Background: an optimization exercise with open tools, aiming at small area. Do not read the settings as production practice. RTL that was checked went through simulation tests only; none was proved equivalent to the original. Power is estimated from default activity; no workload was simulated. The clock port is modelled as an ideal driver; clocking choices that lean on that would not hold on a real chip.

## JK
// cpu_core
module cpu_core (
	input  logic                  clk,
	input  logic                  rst,
	output cpu_isa_pkg::word_t    pc,
	output logic                  inst_req_valid,
	input  logic                  inst_req_ready,
	input  cpu_isa_pkg::word_t    instruction,
	input  logic                  inst_valid,
	output logic                  inst_ready,
	output cpu_bus_pkg::mem_req_t mem_req,
	input  logic                  mem_req_ready,
	input  cpu_isa_pkg::word_t    read_data,
	input  logic                  read_data_valid,
	output logic                  read_data_ready,
	output cpu_bus_pkg::retire_t  retire
);
Size in the first run: roughly 1600 cells after synthesis, roughly 1100 flip-flops, about 250 I/O pins.
Settings: LEC_CHECK=0, CAP_MARGIN=20, CORE_MARGIN=2, CORE_UTILIZATION=65, PLACE_DENSITY=0.75, SLEW_MARGIN=20; clock period 10.0 ns.
standard.sh (not shown) runs the stock make flow with config.mk's settings and CLKGATE_MAP_FILE= SYNTH_SCRIPT=/design/flow/synth_recipe.tcl, a recipe that flattens the netlist after the stock synthesis.
==> flow/flow/run.sh <==
#!/bin/bash
# Standard ORFS layout (the standard.sh), with two layout-only changes:
#  - port buffers are sky130_fd_sc_hd__buf_1 instead of the flow's default pick
#  - CTS without dummy loads and with larger sink clusters
set -euo pipefail
export BUFFER_PORTS_ARGS="-buffer_cell sky130_fd_sc_hd__buf_1"
export CTS_ARGS="-sink_clustering_enable -repair_clock_nets -dont_use_dummy_load -sink_clustering_size 35 -sink_clustering_max_diameter 100"
bash standard.sh > standard_flow.log 2>&1
JK finished end to end and its layout was clean on timing, DRC and antenna.
Here is what was changed in the inputs of MS compared with JK.
==> flow/flow/run.sh <==
#!/bin/bash
# The standard layout (standard.sh) with layout-only changes:
#  - synthesis maps logic with an area-oriented ABC script (flow/synth.tcl);
#    registers, flattening and renaming are as in synth_recipe.tcl
#  - port buffers are sky130_fd_sc_hd__buf_1
#  - CTS without dummy loads and with larger sink clusters
# The make output goes to standard_flow.log; ORFS keeps each step's log in orfs/logs.
set -euo pipefail
here=$(pwd)
export MY_ABC_SCRIPT="$here/flow/abc_area.script"
export BUFFER_PORTS_ARGS="-buffer_cell sky130_fd_sc_hd__buf_1"
export CTS_ARGS="-sink_clustering_enable -repair_clock_nets -dont_use_dummy_load -sink_clustering_size 30 -sink_clustering_max_diameter 100"
sed "s#SYNTH_SCRIPT=[^ ]*#SYNTH_SCRIPT=$here/flow/synth.tcl #" standard.sh > own_standard.sh
grep -q "SYNTH_SCRIPT=$here/flow/synth.tcl" own_standard.sh
bash own_standard.sh > standard_flow.log 2>&1
==> flow/flow/abc_area.script (new file) <==
strash
dch
amap
strash
dch
amap
topo
==> flow/flow/synth.tcl (new file) <==
# The standard flow's synthesis script (synth_recipe.tcl) with one change: abc maps with
# flow/abc_area.script (area-oriented amap) instead of ORFS's speed script.
proc synth {args} { yosys synth -nofsm -noshare {*}$args }
proc abc {args} {
  set i [lsearch -exact $args -script]
  if {$i >= 0} { lset args [expr {$i + 1}] $::env(MY_ABC_SCRIPT) }
  yosys abc {*}$args
}
source $::env(SCRIPTS_DIR)/synth.tcl
# left out here: clear keep_hierarchy, flatten, clean up, hide names made inside functions, write 1_2_yosys.v
Notes after the runs:
JK → MS: part of the total power dissipated in combinational logic lower; half-perimeter wire length after detailed placement higher; wire length higher; power lower; non-clock buffer total of the final layout higher.
When the final numbers for MS and JK were put side by side, the core utilization turned out to be greater in MS.
Top achievable clock speed in MS is 20% lower than in JK
Relative to JK, arrival time of the worst setup path has increased by 1.48 ns in MS.
More vias were needed by MS than by JK.
Relative to MS, the following input files were edited for AL:
==> flow/flow/run.sh <==
#!/bin/bash
# Standard ORFS layout (the standard.sh), with two layout-only changes:
#  - port buffers are sky130_fd_sc_hd__buf_1 instead of the flow's default pick
#  - CTS without dummy loads and with larger sink clusters
set -euo pipefail
export BUFFER_PORTS_ARGS="-buffer_cell sky130_fd_sc_hd__buf_1"
export CTS_ARGS="-sink_clustering_enable -repair_clock_nets -dont_use_dummy_load -sink_clustering_size 38 -sink_clustering_max_diameter 100"
bash standard.sh > standard_flow.log 2>&1
removed: flow/flow/abc_area.script
removed: flow/flow/synth.tcl
### Flow results
Every run (MS and AL) finished clean.
Total power draw for AL: about 14% up relative to MS
Relative to MS, the global-route wire length before repair measured on AL has decreased by more than 10%.
Lower overall routing resource usage goes to AL over MS.
Diff MS -> AL: die area increased by 0.0011 sq mm relative to the old numbers; setup slack increased by 1.46 ns relative to the old numbers; initial standard-cell utilization of the core comparable; synthesized area increased 2.6%.
Function was not checked in any run of this note: the RTL went through the layout flow alone.

Setup of delta:
cpu_core, a different RTL version from the one above (not shown whole).
Size: ~1100 flip-flops, roughly 250 I/O pins, about 0.027 sq mm of cells after synthesis.
Settings: LEC_CHECK=0, CAP_MARGIN=20, CORE_MARGIN=2, CORE_UTILIZATION=40, SLEW_MARGIN=20; clock period 10.0 ns.
==> flow/flow/run.sh <==
#!/bin/bash
# Standard ORFS layout (the standard.sh), with two layout-only changes:
#  - port buffers are sky130_fd_sc_hd__buf_1 instead of the flow's default pick
#  - CTS without dummy loads and with larger sink clusters
set -euo pipefail
export BUFFER_PORTS_ARGS="-buffer_cell sky130_fd_sc_hd__buf_1"
export CTS_ARGS="-sink_clustering_enable -repair_clock_nets -dont_use_dummy_load -sink_clustering_size 35 -sink_clustering_max_diameter 100"
bash standard.sh > standard_flow.log 2>&1
delta | stages: all done | timing, DRC, antenna: all pass
> inputs changed (delta -> harbor)
# delta
export LEC_CHECK = 0
export CAP_MARGIN = 20
export CORE_MARGIN = 2
export CORE_UTILIZATION = 40
export SLEW_MARGIN = 20
create_clock -name core_clock -period 10.0 [get_ports {clk}]
# harbor
export LEC_CHECK = 0
export ABC_AREA = 1
export CAP_MARGIN = 20
export CORE_MARGIN = 2
export CORE_UTILIZATION = 40
export SLEW_MARGIN = 20
create_clock -name core_clock -period 10.0 [get_ports {clk}]
==> comparison <==
- The lower count of clock-net buffers in the final layout of delta and harbor is in delta.
- Per the comparison of harbor with delta, clock skew up 19 ps; fmax picked up an extra 14%; sequential share of layout area decreased by 0.71 points relative to the old numbers.
Relative to harbor, the following input files were edited for quartz:
# harbor
export LEC_CHECK = 0
export ABC_AREA = 1
export CAP_MARGIN = 20
export CORE_MARGIN = 2
export CORE_UTILIZATION = 40
export SLEW_MARGIN = 20
create_clock -name core_clock -period 10.0 [get_ports {clk}]
# quartz
export LEC_CHECK = 0
export CAP_MARGIN = 20
export CORE_MARGIN = 2
export CORE_UTILIZATION = 40
export SLEW_MARGIN = 20
create_clock -name core_clock -period 10.0 [get_ports {clk}]
diff --git a/flow/flow/run.sh b/flow/flow/run.sh
--- a/flow/flow/run.sh
+++ b/flow/flow/run.sh
@@ -7 +7 @@
-export CTS_ARGS="-sink_clustering_enable -repair_clock_nets -dont_use_dummy_load -sink_clustering_size 35 -sink_clustering_max_diameter 100"
+export CTS_ARGS="-sink_clustering_enable -repair_clock_nets -dont_use_dummy_load -sink_clustering_size 30 -sink_clustering_max_diameter 100"
## What came out
Looking only at final setup slack of the worst path, and setting everything else aside, the higher value of quartz and harbor goes to harbor. The higher post-synthesis to final-layout area growth came out of quartz. The measured slew at the worst slew-check pin of quartz falls short of that of harbor by 110 ps. Between quartz and harbor, it is quartz whose count of vias placed by the detailed router is lower, by about 10%. In quartz the power density over the cells turned out about 1.4% higher than in harbor. On synthesized netlist cell count, the lower figure sits with quartz, not harbor. The lower total power came out of harbor.
#### Input delta (amber over quartz)
==> flow/run.sh (new file) <==
#!/bin/bash
# synth_recipe.tcl (not shown) runs the flow's synth.tcl, then flattens the netlist and writes it again
# the make line also repeats each setting of config.mk as NAME=value (left out here)
make -C /OpenROAD-flow-scripts/flow DESIGN_CONFIG=/design/flow/config.mk WORK_HOME=/design/flow/orfs CLKGATE_MAP_FILE= SYNTH_SCRIPT=/design/flow/synth_recipe.tcl finish
removed: flow/flow/run.sh
removed: flow/standard.sh
Results
amber: later-pin clock latency in the skew report 30 ps above quartz. The ratio of final minimum period to clock period of amber is higher than that of quartz. Row worst setup slack: amber lower / quartz higher. Delta (amber minus quartz): remaining max-slew budget at the tightest pin went down by 1.8 points; flop-to-flop setup slack held. In amber the area share of buffers outside the clock network turned out 4.2 points higher than in quartz. Switching power as a share of total power in amber is 0.18 points higher than in quartz. In the flow results for amber and quartz, the clock share of power is larger on amber. Compared with quartz, amber supports a lower clock frequency. Compared with quartz, amber degrades post-place setup slack. quartz -> amber: non-clock buffer count decreased slightly.

## re-timing with driven ports
No port has a modelled driver above. Below, the same layouts with a new extraction and two added sets of constraints.
Step 1, drivers: a clkbuf_16 drives clk and a buf_2 each remaining input, both assumed.
Step 2 also shifts input and output timing later by t, the mid clock arrival at the registers, as if the neighbouring blocks saw the same clock.
Three values: ideal, step 1, step 2; two values: the first two.
| run | t, ns | setup slack, ns | worst setup path after step 2 | worst slew at a driven data input, ns |
|---|---|---|---|---|
| JK | 0.611 | 4.095 / 4.053 / 3.959 | input to register | 0.13 |
| MS | 0.629 | 2.619 / 2.593 / 2.593 | input to output | 0.10 |
| AL | 0.617 | 4.075 / 4.043 / 3.988 | input to register | 0.12 |
| delta | 0.625 | 3.564 / 3.534 / 3.534 | input to output | 0.13 |
| harbor | 0.617 | 4.354 / 4.315 / 4.315 | input to output | 0.14 |
| quartz | 0.638 | 3.523 / 3.493 / 3.493 | input to output | 0.13 |
| amber | 0.682 | 2.717 / 2.677 / 2.677 | input to output | 0.12 |
After both steps every run listed still meets setup and hold. For JK, which loses most, drivers alone change the setup slack by -0.042 ns; drivers and shift together by -0.136 ns.
